What follows belongs to an exercise in optimizing a design on an open flow for small area; a production flow would make more cautious choices. In this exercise RTL edits were held to simulation tests only and were not proved equivalent to the original. Power is estimated from default activity; no workload was simulated.

<file path="flow/constraint.sdc">
create_clock -name core_clock -period 10.0 [get_ports {clk}]
set_input_delay 2.0000 -clock core_clock [delete_from_list [all_inputs] [get_ports {clk}]]
set_output_delay 2.0000 -clock core_clock [all_outputs]
set_load 0.01 [all_outputs]
</file>
<file path="flow/config.mk">
export PLATFORM = sky130hd
export DESIGN_NAME = icache_refill_top
export DESIGN_NICKNAME = icache_refill_top
export VERILOG_FILES = /design/flow/design.v
export SDC_FILE = /design/flow/constraint.sdc
export NUM_CORES = 4
export LEC_CHECK = 0
export CAP_MARGIN = 20
export CORE_MARGIN = 2
export CORE_UTILIZATION = 40
export SLEW_MARGIN = 20
</file>
<file path="flow/design.v">
package icache_pkg;
	localparam int BUNDLES = 4;
	localparam int BEAT_W = 2;
	localparam int SETS = 16;
	localparam int SET_W = 4;
	localparam int WAYS = 2;
	localparam int WAY_W = 1;
	localparam int SLOTS = 4;
	localparam int SLOT_W = 2;
	localparam int TAGQ_DEPTH = 16;
	localparam int TAGQ_W = 4;
	localparam int LFSR_W = 17;
	localparam logic [LFSR_W-1:0] LFSR_SEED = 17'h1ACE5;
	typedef logic [31:0] addr_t;
	typedef logic [31:0] word_t;
	typedef logic [BUNDLES*32-1:0] line_data_t;
	typedef logic [23:0] tag_t;
	typedef logic [27:0] line_addr_t;
endpackage
module icache_array (
	input  logic                   clk,
	input  logic                   rst,
	input  logic                   fetch_valid,
	input  icache_pkg::addr_t      fetch_addr,
	output logic                   fetch_ready,
	output logic                   resp_valid,
	output logic                   resp_hit,
	output icache_pkg::word_t      resp_data,
	output logic                   miss_valid,
	output icache_pkg::line_addr_t miss_line,
	input  logic                   wr_valid,
	input  logic [icache_pkg::SET_W-1:0] wr_set,
	input  logic [icache_pkg::WAY_W-1:0] wr_way,
	input  icache_pkg::tag_t       wr_tag,
	input  icache_pkg::line_data_t wr_data
);
	logic [icache_pkg::SETS-1:0] vld [icache_pkg::WAYS];
	icache_pkg::tag_t tag_mem [icache_pkg::WAYS*icache_pkg::SETS];
	icache_pkg::line_data_t data_mem [icache_pkg::WAYS*icache_pkg::SETS];
	icache_pkg::line_data_t lk_line;
	logic lk_valid;
	icache_pkg::addr_t lk_addr;
	logic [icache_pkg::SET_W-1:0] lk_set;
	icache_pkg::tag_t lk_tag;
	logic [icache_pkg::BEAT_W-1:0] lk_bundle;
	logic lk_hit;
	logic [icache_pkg::WAY_W-1:0] lk_way;
	assign fetch_ready = !wr_valid;
	always_ff @(posedge clk) begin
		if (rst) begin
			lk_valid <= 1'b0;
		end else begin
			lk_valid <= fetch_valid && fetch_ready;
		end
	end
	always_ff @(posedge clk) begin
		if (fetch_valid && fetch_ready) begin
			lk_addr <= fetch_addr;
		end
	end
	assign lk_set = lk_addr[icache_pkg::SET_W+3:4];
	assign lk_tag = lk_addr[31:icache_pkg::SET_W+4];
	assign lk_bundle = lk_addr[3:2];
	always_comb begin
		lk_hit = 1'b0;
		lk_way = '0;
		for (int w = 0; w < icache_pkg::WAYS; w++) begin
			if (vld[w][lk_set] && tag_mem[{w[icache_pkg::WAY_W-1:0], lk_set}] == lk_tag) begin
				lk_hit = 1'b1;
				lk_way = w[icache_pkg::WAY_W-1:0];
			end
		end
	end
	assign resp_valid = lk_valid;
	assign resp_hit = lk_hit;
	assign lk_line = data_mem[{lk_way, lk_set}];
	assign resp_data = lk_line[lk_bundle*32 +: 32];
	assign miss_valid = lk_valid && !lk_hit;
	assign miss_line = lk_addr[31:4];
	always_ff @(posedge clk) begin
		if (rst) begin
			for (int w = 0; w < icache_pkg::WAYS; w++) begin
				vld[w] <= '0;
			end
		end else if (wr_valid) begin
			vld[wr_way][wr_set] <= 1'b1;
		end
	end
	always_ff @(posedge clk) begin
		if (wr_valid) begin
			tag_mem[{wr_way, wr_set}] <= wr_tag;
			data_mem[{wr_way, wr_set}] <= wr_data;
		end
	end
endmodule
module refill_request (
	input  logic                          clk,
	input  logic                          rst,
	input  logic                          miss_valid,
	input  icache_pkg::line_addr_t        miss_line,
	input  logic                          slot_done,
	input  logic [icache_pkg::SLOT_W-1:0] slot_done_id,
	output icache_pkg::addr_t             araddr,
	output logic                          arvalid,
	input  logic                          arready,
	output logic                          tag_valid,
	output logic [icache_pkg::SLOT_W-1:0] tag_slot,
	output logic [icache_pkg::BEAT_W-1:0] tag_beat,
	output icache_pkg::line_addr_t        tag_line_addr,
	input  logic                          tag_pop
);
	logic [icache_pkg::SLOTS-1:0] busy;
	icache_pkg::line_addr_t slot_line [icache_pkg::SLOTS];
	logic dup_hit;
	logic free_any;
	logic [icache_pkg::SLOT_W-1:0] free_id;
	logic alloc;
	logic [icache_pkg::SLOT_W-1:0] pq_mem [icache_pkg::SLOTS];
	logic [icache_pkg::SLOT_W-1:0] pq_wr;
	logic [icache_pkg::SLOT_W-1:0] pq_rd;
	logic [icache_pkg::SLOT_W:0] pq_cnt;
	logic [icache_pkg::SLOT_W-1:0] ar_slot;
	logic [icache_pkg::BEAT_W-1:0] ar_beat;
	logic ar_fire;
	logic ar_last;
	logic [icache_pkg::SLOT_W-1:0] tq_slot [icache_pkg::TAGQ_DEPTH];
	logic [icache_pkg::BEAT_W-1:0] tq_beat [icache_pkg::TAGQ_DEPTH];
	icache_pkg::line_addr_t tq_line [icache_pkg::TAGQ_DEPTH];
	logic [icache_pkg::TAGQ_W-1:0] tq_wr;
	logic [icache_pkg::TAGQ_W-1:0] tq_rd;
	logic [icache_pkg::TAGQ_W:0] tq_cnt;
	logic tq_pop;
	always_comb begin
		dup_hit = 1'b0;
		free_any = 1'b0;
		free_id = '0;
		for (int s = icache_pkg::SLOTS - 1; s >= 0; s--) begin
			if (busy[s] && slot_line[s] == miss_line) begin
				dup_hit = 1'b1;
			end
			if (!busy[s]) begin
				free_any = 1'b1;
				free_id = s[icache_pkg::SLOT_W-1:0];
			end
		end
	end
	assign alloc = miss_valid && !dup_hit && free_any;
	always_ff @(posedge clk) begin
		if (rst) begin
			busy <= '0;
		end else begin
			if (slot_done) begin
				busy[slot_done_id] <= 1'b0;
			end
			if (alloc) begin
				busy[free_id] <= 1'b1;
			end
		end
	end
	always_ff @(posedge clk) begin
		if (alloc) begin
			slot_line[free_id] <= miss_line;
			pq_mem[pq_wr] <= free_id;
		end
	end
	assign ar_slot = pq_mem[pq_rd];
	assign arvalid = pq_cnt != '0;
	assign araddr = {slot_line[ar_slot], ar_beat, 2'b00};
	assign ar_fire = arvalid && arready;
	assign ar_last = ar_fire && ar_beat == 2'd3;
	always_ff @(posedge clk) begin
		if (rst) begin
			pq_wr <= '0;
			pq_rd <= '0;
			pq_cnt <= '0;
			ar_beat <= '0;
		end else begin
			if (alloc) begin
				pq_wr <= pq_wr + 1'b1;
			end
			if (ar_last) begin
				pq_rd <= pq_rd + 1'b1;
			end
			if (ar_fire) begin
				ar_beat <= ar_last ? '0 : ar_beat + 1'b1;
			end
			case ({alloc, ar_last})
				2'b10: pq_cnt <= pq_cnt + 1'b1;
				2'b01: pq_cnt <= pq_cnt - 1'b1;
				default: ;
			endcase
		end
	end
	always_ff @(posedge clk) begin
		if (ar_fire) begin
			tq_slot[tq_wr] <= ar_slot;
			tq_beat[tq_wr] <= ar_beat;
			tq_line[tq_wr] <= slot_line[ar_slot];
		end
	end
	assign tq_pop = tag_pop && tag_valid;
	always_ff @(posedge clk) begin
		if (rst) begin
			tq_wr <= '0;
			tq_rd <= '0;
			tq_cnt <= '0;
		end else begin
			if (ar_fire) begin
				tq_wr <= tq_wr + 1'b1;
			end
			if (tq_pop) begin
				tq_rd <= tq_rd + 1'b1;
			end
			case ({ar_fire, tq_pop})
				2'b10: tq_cnt <= tq_cnt + 1'b1;
				2'b01: tq_cnt <= tq_cnt - 1'b1;
				default: ;
			endcase
		end
	end
	assign tag_valid = tq_cnt != '0;
	assign tag_slot = tq_slot[tq_rd];
	assign tag_beat = tq_beat[tq_rd];
	assign tag_line_addr = tq_line[tq_rd];
endmodule
module fill_collector (
	input  logic                          clk,
	input  logic                          rst,
	input  icache_pkg::word_t             rdata,
	input  logic                          rvalid,
	input  logic                          tag_valid,
	input  logic [icache_pkg::SLOT_W-1:0] tag_slot,
	input  logic [icache_pkg::BEAT_W-1:0] tag_beat,
	input  icache_pkg::line_addr_t        tag_line_addr,
	output logic                          tag_pop,
	output logic                          wr_valid,
	output logic [icache_pkg::SET_W-1:0]  wr_set,
	output logic [icache_pkg::WAY_W-1:0]  wr_way,
	output icache_pkg::tag_t              wr_tag,
	output icache_pkg::line_data_t        wr_data,
	output logic                          slot_done,
	output logic [icache_pkg::SLOT_W-1:0] slot_done_id
);
	logic [icache_pkg::BUNDLES-1:0] beat_v [icache_pkg::SLOTS];
	icache_pkg::line_data_t slot_buf [icache_pkg::SLOTS];
	logic take;
	logic [icache_pkg::BUNDLES-1:0] beat_set;
	icache_pkg::line_data_t merged;
	logic complete;
	logic [icache_pkg::LFSR_W-1:0] lfsr;
	logic done_q;
	icache_pkg::line_addr_t out_line;
	icache_pkg::line_data_t out_data;
	logic [icache_pkg::WAY_W-1:0] out_way;
	logic [icache_pkg::SLOT_W-1:0] out_slot;
	assign take = rvalid && tag_valid;
	assign tag_pop = take;
	assign beat_set = beat_v[tag_slot] | (4'b0001 << tag_beat);
	assign complete = take && beat_set == '1;
	always_comb begin
		merged = slot_buf[tag_slot];
		merged[tag_beat*32 +: 32] = rdata;
	end
	always_ff @(posedge clk) begin
		if (rst) begin
			for (int s = 0; s < icache_pkg::SLOTS; s++) begin
				beat_v[s] <= '0;
			end
			done_q <= 1'b0;
			lfsr <= icache_pkg::LFSR_SEED;
		end else begin
			lfsr <= {lfsr[icache_pkg::LFSR_W-2:0], lfsr[icache_pkg::LFSR_W-1] ^ lfsr[icache_pkg::LFSR_W-4]};
			done_q <= complete;
			if (take) begin
				beat_v[tag_slot] <= complete ? '0 : beat_set;
			end
		end
	end
	always_ff @(posedge clk) begin
		if (take) begin
			slot_buf[tag_slot] <= merged;
		end
		if (complete) begin
			out_line <= tag_line_addr;
			out_data <= merged;
			out_way <= lfsr[icache_pkg::WAY_W-1:0];
			out_slot <= tag_slot;
		end
	end
	assign wr_valid = done_q;
	assign wr_set = out_line[icache_pkg::SET_W-1:0];
	assign wr_tag = out_line[27:icache_pkg::SET_W];
	assign wr_way = out_way;
	assign wr_data = out_data;
	assign slot_done = done_q;
	assign slot_done_id = out_slot;
endmodule
module icache_refill_top (
	input  logic              clk,
	input  logic              rst,
	input  logic              fetch_valid,
	input  icache_pkg::addr_t fetch_addr,
	output logic              fetch_ready,
	output logic              resp_valid,
	output logic              resp_hit,
	output icache_pkg::word_t resp_data,
	output icache_pkg::addr_t araddr,
	output logic [2:0]        arprot,
	output logic              arvalid,
	input  logic              arready,
	input  icache_pkg::word_t rdata,
	input  logic [1:0]        rresp,
	input  logic              rvalid,
	output logic              rready
);
	logic miss_valid;
	icache_pkg::line_addr_t miss_line;
	logic slot_done;
	logic [icache_pkg::SLOT_W-1:0] slot_done_id;
	logic tag_valid;
	logic [icache_pkg::SLOT_W-1:0] tag_slot;
	logic [icache_pkg::BEAT_W-1:0] tag_beat;
	icache_pkg::line_addr_t tag_line_addr;
	logic tag_pop;
	logic wr_valid;
	logic [icache_pkg::SET_W-1:0] wr_set;
	logic [icache_pkg::WAY_W-1:0] wr_way;
	icache_pkg::tag_t wr_tag;
	icache_pkg::line_data_t wr_data;
	assign arprot = 3'b100;
	assign rready = 1'b1;
	icache_array i_array (
		.clk         (clk),
		.rst         (rst),
		.fetch_valid (fetch_valid),
		.fetch_addr  (fetch_addr),
		.fetch_ready (fetch_ready),
		.resp_valid  (resp_valid),
		.resp_hit    (resp_hit),
		.resp_data   (resp_data),
		.miss_valid  (miss_valid),
		.miss_line   (miss_line),
		.wr_valid    (wr_valid),
		.wr_set      (wr_set),
		.wr_way      (wr_way),
		.wr_tag      (wr_tag),
		.wr_data     (wr_data)
	);
	refill_request i_request (
		.clk          (clk),
		.rst          (rst),
		.miss_valid   (miss_valid),
		.miss_line    (miss_line),
		.slot_done    (slot_done),
		.slot_done_id (slot_done_id),
		.araddr       (araddr),
		.arvalid      (arvalid),
		.arready      (arready),
		.tag_valid     (tag_valid),
		.tag_slot      (tag_slot),
		.tag_beat      (tag_beat),
		.tag_line_addr (tag_line_addr),
		.tag_pop       (tag_pop)
	);
	fill_collector i_collector (
		.clk          (clk),
		.rst          (rst),
		.rdata        (rdata),
		.rvalid       (rvalid),
		.tag_valid     (tag_valid),
		.tag_slot      (tag_slot),
		.tag_beat      (tag_beat),
		.tag_line_addr (tag_line_addr),
		.tag_pop       (tag_pop),
		.wr_valid      (wr_valid),
		.wr_set        (wr_set),
		.wr_way        (wr_way),
		.wr_tag        (wr_tag),
		.wr_data       (wr_data),
		.slot_done    (slot_done),
		.slot_done_id (slot_done_id)
	);
endmodule
</file>
<file path="flow/run.sh">
#!/bin/bash
# synth_recipe.tcl (not shown) runs the flow's synth.tcl, then flattens the netlist and writes it again
# the make line also repeats each setting of config.mk as NAME=value (left out here)
make -C /OpenROAD-flow-scripts/flow DESIGN_CONFIG=/design/flow/config.mk WORK_HOME=/design/flow/orfs CLKGATE_MAP_FILE= SYNTH_SCRIPT=/design/flow/synth_recipe.tcl finish
</file>
==> notes.md <==
## registers in the layout (all words and copies together) (netlist names), 28 cells and up, named ones only
name / count
i_array.data_mem: 4096
i_array.tag_mem: 768
i_collector.slot_buf: 512
i_request.tq_line: 448
i_collector.out_data: 128
i_request.slot_line: 112
i_array.vld: 32
i_request.tq_beat: 32
i_request.tq_slot: 32
i_array.lk_addr: 30
i_collector.out_line: 28
## worst max-delay path, stage by stage, from the launching register on
cell             delay [ps]
dfxtp_4                1000
buf_4                   490
nor2b_1                 180
buf_4                   270
a221oi_1                140
a22oi_1                 200
o21ai_1                 120
xor2_1                  220
nor4_4                  760
buf_4                   780
buf_4                   600
nand4_1                 150
a31oi_1                 230
a21o_1                  300
clkdlybuf4s50_1         670
## cell families (layout without fill, tap and decap cells)
kind of cell | after synthesis | after routing
buffers and inverters | 591 | 1561
AND/OR/NAND/NOR | 562 | 562
flip-flops | 6300 | 6300
XOR/XNOR | 193 | 193
other | 2 | 28
adder cells (fa/ha/maj) | 22 | 22
multiplexers | 1948 | 1948
AO/OA/AOI/OAI | 329 | 329
## layer usage
| metal | wire length [um] | share of wire |
|---|---|---|
| met5 | 66 | 0.00011 |
| met4 | 15500 | 0.025 |
| met3 | 51300 | 0.083 |
| met2 | 306000 | 0.49 |
| met1 | 248000 | 0.40 |
## area by class of cell
type / count / area (um2) / area share
diodes: 22 / 55.1 / 0.000201
clock buffers: 771 / 16400 / 0.0599
clock inverters: 345 / 3730 / 0.0136
inverters: 27 / 101 / 0.000371
multi-input cells: 3060 / 50200 / 0.184
flip-flops and latches: 6300 / 189000 / 0.690
well taps: 8036 / 10100 / 0.0368
repair buffers: 418 / 4170 / 0.0153
## Yosys cell counts (all sizes together) (20+ instances only)
master	instances	area (um2)
a211oi	29	218
a21oi	29	145
a22o	129	1130
a32o	34	340
buf	229	1090
clkbuf	335	1260
dfxtp	55	1100
edfxtp	6245	188000
ha	20	250
inv	24	90.1
mux2	40	450
mux2i	103	1030
mux4	1805	40700
nand2	89	334
nand2b	49	307
nand4	69	432
nor2	111	417
nor2b	66	413
nor3	32	160
nor4	26	193
o211ai	24	180
or2	48	300
xnor2	93	815
xor2	100	876
## through the flow
stage | hold slack [ps] | std cells | setup slack [ps] | instance area (um2)
2_1_floorplan | 389 | 9951 | -2460 | 241000
3_3_place_gp | 394 | 17800 | 1790 | 253000
3_5_place_dp | 399 | 17800 | 1860 | 253000
4_1_cts | 411 | 19000 | 674 | 273000
5_1_grt | 421 | 19000 | 504 | 273000
6_report | 407 | 19000 | 711 | 273000
## where the power goes
group	internal, W	total, W	switching [W]
registers	0.0296	0.0299	0.000332
logic	0.00159	0.00365	0.00207
clock network	0.0131	0.0231	0.0100
total	0.0443	0.0567	0.0124
## worst paths after layout
kind	startpoint	end	slack, ps
setup / recovery	register	resp_data[8]	710
hold / removal	i_collector.lfsr[6]$_SDFF_PP1_	i_collector.lfsr[7]$_SDFF_PP1_	410
setup reg to reg	register	i_request.pq_cnt[2]$_SDFFE_PP0P_	3470
hold reg to reg	i_collector.lfsr[6]$_SDFF_PP1_	i_collector.lfsr[7]$_SDFF_PP1_	410
==> results.py <==
metrics = {
    "power": {
        "p_per_area_nw_per_um2": 207,
        "total_power_w": 0.0567,
        "p_leak_nw": 83.6,
        "ir_worst_vdd_uv": 192,
    },
    "min_path": {
        "whs_path_depth": 1,
        "min_path_type": "reg -> reg",
    },
    "finish": {
        "fillerInstances": 49000,
        "drive_above_1_share": 0.283,
        "finish.utilization": 0.455,
        "mostFrequentLayoutCells": "edfxtp_1 (6245), mux4_2 (1804), clkbuf_16 (633), buf_4 (230), clkbuf_1 (136)",
        "fin_nets": 10500,
        "layout_commonest_cell": "edfxtp_1",
        "syn_to_final_growth_pct": 13.5,
    },
    "yosys": {
        "synth_top_family_by_area": "multiplexers",
        "synth-seq-cells": 6300,
        "synth.distinct_cells": 58,
        "async_flop_share": 0,
        "synth_fa_ha_area_frac": 0.00121,
        "synth_area_um2": 241000,
        "synth_ff_type": "edfxtp_1",
        "seq_area_frac_synth": 0.783,
        "synth-xor-area-share": 0.00702,
        "synth-warning-count": 3,
        "synth_compound_area_frac": 0.0110,
        "synth_cells": 9947,
        "yosys.area_share.simple": 0.0125,
        "synth-edff-count": 6245,
        "synthMuxAreaShare": 0.175,
        "synth_area_per_cell_um2": 24.2,
    },
    "routing": {
        "ant_nets": 0,
        "vias": 112000,
        "viasPerCell": 5.88,
        "initialDrtViolationCount": 13200,
        "drt_wl_total_um": 620000,
        "drc_errors": 0,
        "firstDrtPassIters": 6,
        "routedWlPerCell_um": 32.7,
    },
    "run": {
        "max-cap-violations": 0,
    },
    "cts": {
        "cts.sinks": 6300,
        "h-tree-depth": 6,
        "ctsResizeCount": 0,
        "cts_tree": "done",
        "cts_max_path_buffers": 4,
        "cts-root-buf": "clkbuf_16",
        "insertion_delay_ps": 1140,
        "cts_hold_buf": 0,
        "path_clk_slew_ps": 60,
        "cts_inserted_buffers": 627,
        "postCtsSetupBuffers": 0,
    },
    "sta": {
        "setup_viol": 0,
        "worst_pin_slew_ps": 1160,
        "finalCritPeriodShare": 0.929,
        "fin_crit_ps": 9290,
        "skew_ps": 74.3,
        "hold_violations": 0,
        "rsz0062_at_grt": "false",
        "slew_headroom": 0.229,
        "final_max_slew_viol_count": 0,
        "fmax_mhz": 108,
        "tns_ps": 0,
    },
    "floorplan": {
        "rows": 285,
        "die_w_um": 780,
        "die_area_um2": 608000,
        "core_um2": 601000,
        "chipHeight_um": 780,
        "ios": 143,
        "initial_utilization": 0.401,
    },
    "worst_setup_path": {
        "startpoint_type": "register",
        "rr_worst_depth": 16,
        "end_kind": "output pin",
        "cp.required_ps": 8000,
        "critPathMaxFanout": 49,
        "critical_path_arrival_ps": 7290,
        "crit_type": "reg -> out",
    },
    "global_route": {
        "grt_antenna_before_repair": 36,
        "use_met1": 0.274,
        "grt_pass1_vias": 115000,
        "grt_pass1_wl_um": 869000,
        "grt-busiest-layer": "met2",
        "grt_max_degree": 145,
        "grt.total_usage": 0.199,
        "grt.overflow.total": 0,
        "use_met2": 0.333,
        "use_met3": 0.0363,
    },
    "placed_design": {
        "hpwl_um": 311000,
        "gp_congestion": 0.792,
        "portBuffers": 132,
    },
    "outcome": {
        "status": "complete, no violations",
    },
}

[re-timing with driven ports]
The results above use ideal ports. As a check the final layout listed here was re-extracted and re-timed, cells and wires unchanged.
Step 1 assumes that a clkbuf_16 drives the clock port and a buf_2 every other input.
Step 2 times the ports against the registers' clock, not the clock port: input delays grow and output delays shrink by t, the midpoint of the rising clock arrivals with the driver on.
Slacks: no drivers / after step 1 / after step 2; pairs: no drivers / after step 1.
shift t [ns]: 1.225
slack for setup (ns): 0.711 / 0.578 / 1.803
worst data-port slew with drivers (ns): 0.46
cell pins on the clock port's net: 1
After both steps setup and hold are still met in this run. The setup slack of this run moves by -0.133 ns with the drivers and by +1.092 ns with both steps.
